This design comes from an exercise in tuning for small area, a short achievable clock period and few clock cycles per item on the open sky130 flow, not from production work. At most, simulation tests tie the RTL to the original design; equivalence was not proved. No activity file was given, so power comes from the tool's default toggle rates.

## v6
## rgb565_hsl_color_classifier
module rgb565_hsl_color_classifier (
  input  logic        clk,
  input  logic        rst_n,
  input  logic        start,
  output logic        busy,
  input  logic [15:0] in_pixel,
  output logic        out_valid,
  output logic [7:0]  out_hue,
  output logic [7:0]  out_lightness,
  output logic [7:0]  out_saturation,
  output logic        out_match,
  input  logic        cfg_we,
  input  logic [2:0]  cfg_index,
  input  logic [15:0] cfg_data
);
clock: 6.0 ns
lec_check: 0
abc_area: 1
cap_margin: 20
core_margin: 2
core_utilization: 70
cts_cluster_diameter: 80
cts_cluster_size: 28
place_density: 0.8
setup_slack_margin: 3.8
slew_margin: 20
standard.sh (not shown) runs the stock make flow with config.mk's settings and CLKGATE_MAP_FILE= SYNTH_SCRIPT=/design/flow/synth_recipe.tcl, a recipe that flattens the netlist after the stock synthesis.
==> flow/flow/run.sh <==
#!/bin/bash
set -euo pipefail
bash standard.sh "BUFFER_PORTS_ARGS=-buffer_cell sky130_fd_sc_hd__buf_2" finish > flow_make.log 2>&1
diff inputs: v6 => v7
diff --git a/flow/design.v b/flow/design.v
--- a/flow/design.v
+++ b/flow/design.v
@@ -310,14 +310,25 @@
       default: ofs_h = 8'd160;
     endcase
     t_hue = add_mx(16'(ofs_h), negr[6] ? ~(16'(hq[6])) : 16'(hq[6]), negr[6], 8);
     hue_9 = t_hue[7:0];
   end
   logic [7:0] hue_r9;
   always_ff @(posedge clk) hue_r9 <= hue_9;
+  logic [6:0]  s_rec;
+  logic [14:0] light_prod;
+  logic [16:0] t_l;
+  logic [7:0]  light_r10;
+  always_comb begin
+    s_rec = sflr[6] ? sden[6][6:0] : {1'b1, ~sden[6][7:2]};
+    t_l = add_mx(16'({s_rec, 1'b0, s_rec}), ~(16'({s_rec, 4'b0})), 1'b1, 15);
+    light_prod = t_l[14:0];
+    light_10 = light_prod[14:7];
+  end
+  always_ff @(posedge clk) light_r10 <= light_10;
   logic [8:0] hue_e, hue_c;
   logic       hue_and;
   logic       lo_hi0, hi_hi0, lo_ff;
   always_comb begin
     lo_hi0 = (hue_low_r[15:8] == 8'h00);
     hi_hi0 = (hue_high_r[15:8] == 8'h00);
     lo_ff  = (hue_low_r[15:8] == 8'hFF);
@@ -332,46 +343,37 @@
         hue_c = {1'b0, hue_high_r[7:0]};
       else if (hue_high_r[15:9] == 7'd0 && hue_high_r[8:0] < 9'd496)
         hue_c = hue_high_r[8:0] - 9'd240;
       else
         hue_c = 9'd256;
     end
   end
-  logic [7:0] hue_e_r, hue_c_r;
+  logic [8:0] hue_e_r, hue_c_r;
   logic       hue_and_r;
   always_ff @(posedge clk) begin
-    hue_e_r   <= hue_e[8] ? 8'hFF : hue_e[7:0];
-    hue_c_r   <= hue_c[8] ? 8'hFF : hue_c[7:0];
+    hue_e_r   <= hue_e;
+    hue_c_r   <= hue_c;
     hue_and_r <= hue_and;
   end
   logic hue_ge, hue_lt;
-  assign hue_ge =  ge_mx(16'(hue_r9), 16'(hue_e_r), 8);
-  assign hue_lt = !ge_mx(16'(hue_r9), 16'(hue_c_r), 8);
-  logic [6:0]  s_rec;
-  logic [14:0] light_prod;
-  logic [16:0] t_l;
-  always_comb begin
-    s_rec = sflr[7] ? sden[7][6:0] : {1'b1, ~sden[7][7:2]};
-    t_l = add_mx(16'({s_rec, 1'b0, s_rec}), ~(16'({s_rec, 4'b0})), 1'b1, 15);
-    light_prod = t_l[14:0];
-    light_10 = light_prod[14:7];
-  end
+  assign hue_ge =  ge_mx(16'(hue_r9), 16'(hue_e_r), 9);
+  assign hue_lt = !ge_mx(16'(hue_r9), 16'(hue_c_r), 9);
   logic [7:0] sat_p0, sat_p1;
   logic       sat_ok0, sat_ok1, hue_ok, light_ok, match_m;
   always_comb begin
     sat_p0   = {sq[7][6:0], 1'b0};
     sat_p1   = {sq[7][6:0], 1'b1};
     sat_ok0  = !ge_mx(16'(sat_low_r), 16'(sat_p0), 8) && !ge_mx(16'(sat_p0), 16'(sat_high_r), 8);
     sat_ok1  = !ge_mx(16'(sat_low_r), 16'(sat_p1), 8) && !ge_mx(16'(sat_p1), 16'(sat_high_r), 8);
     hue_ok   = hue_and_r ? (hue_ge && hue_lt) : (hue_ge || hue_lt);
-    light_ok = !ge_mx(16'(light_low_r), 16'(light_10), 8) &&
-               !ge_mx(16'(light_10), 16'(light_high_r), 8);
+    light_ok = !ge_mx(16'(light_low_r), 16'(light_r10), 8) &&
+               !ge_mx(16'(light_r10), 16'(light_high_r), 8);
     match_m  = hue_ok && light_ok && (s_take_a[7] ? sat_ok1 : sat_ok0);
   end
   always_ff @(posedge clk) begin
     out_hue       <= hue_r9;
-    out_lightness <= light_10;
+    out_lightness <= light_r10;
     out_match     <= match_m;
   end
   assign out_saturation = sq[8];
   assign out_valid      = vr[8];
 endmodule
--- outcome ---
- Number of fill cells in the layout in v7 is about 13% higher than in v6
- Sort v7 and v6 by number of buffers added for setup after CTS desc -> top: v6
- Per the comparison of v7 with v6, amount of wire on met2 after detailed routing has decreased, fraction of power spent switching nets now sits lower, multi-input logic area rose 1.3%.
- Cmp v7 vs v6: hold slack higher in v7
- Delta(total routing usage reported by global routing, v7 - v6) < 0
- v7 gives less non-clock buffer count than v6 did.
- v7 against v6: final critical-path setup slack now sits higher, via count now sits higher, global-route met1 utilization now sits lower, number of vias per cell now sits lower, clock group total power now sits higher.
Testbench counts of v7, summed over its fixed seeds: cycles 24,088, pixels 24,000.
For v6, only the layout was checked, not whether the RTL still works.

-- port drivers added, routing unchanged --
How much do the figures lean on ideal ports? The routed layouts below were timed once more, with nothing changed but the port constraints. Step 1 sets driving cells, clkbuf_16 on the clock port and buf_2 on the other inputs (assumed; they add their load-dependent delay and slew). Step 2 adds t to the input delays and takes it off the output delays; t is the mean of the earliest and latest rising clock arrival at the registers after step 1. Input paths then give back, and output paths get back, about the clock's delay inside the block. Slacks: no drivers / after step 1 / after step 2; pairs: no drivers / after step 1.
run | t (ns) | setup WS [ns] | worst setup path at the end | worst slew at a driven data input, ns | pins driven straight from the clock port
v6 | 0.577 | 3.653 / 3.653 / 3.376 | input to register | 0.08 | 1
v7 | 0.573 | 3.823 / 3.774 / 3.325 | input to register | 0.04 | 1
After both steps every run listed still meets setup and hold. For v7, which loses most, drivers alone change the setup slack by -0.049 ns; drivers and shift together by -0.498 ns.
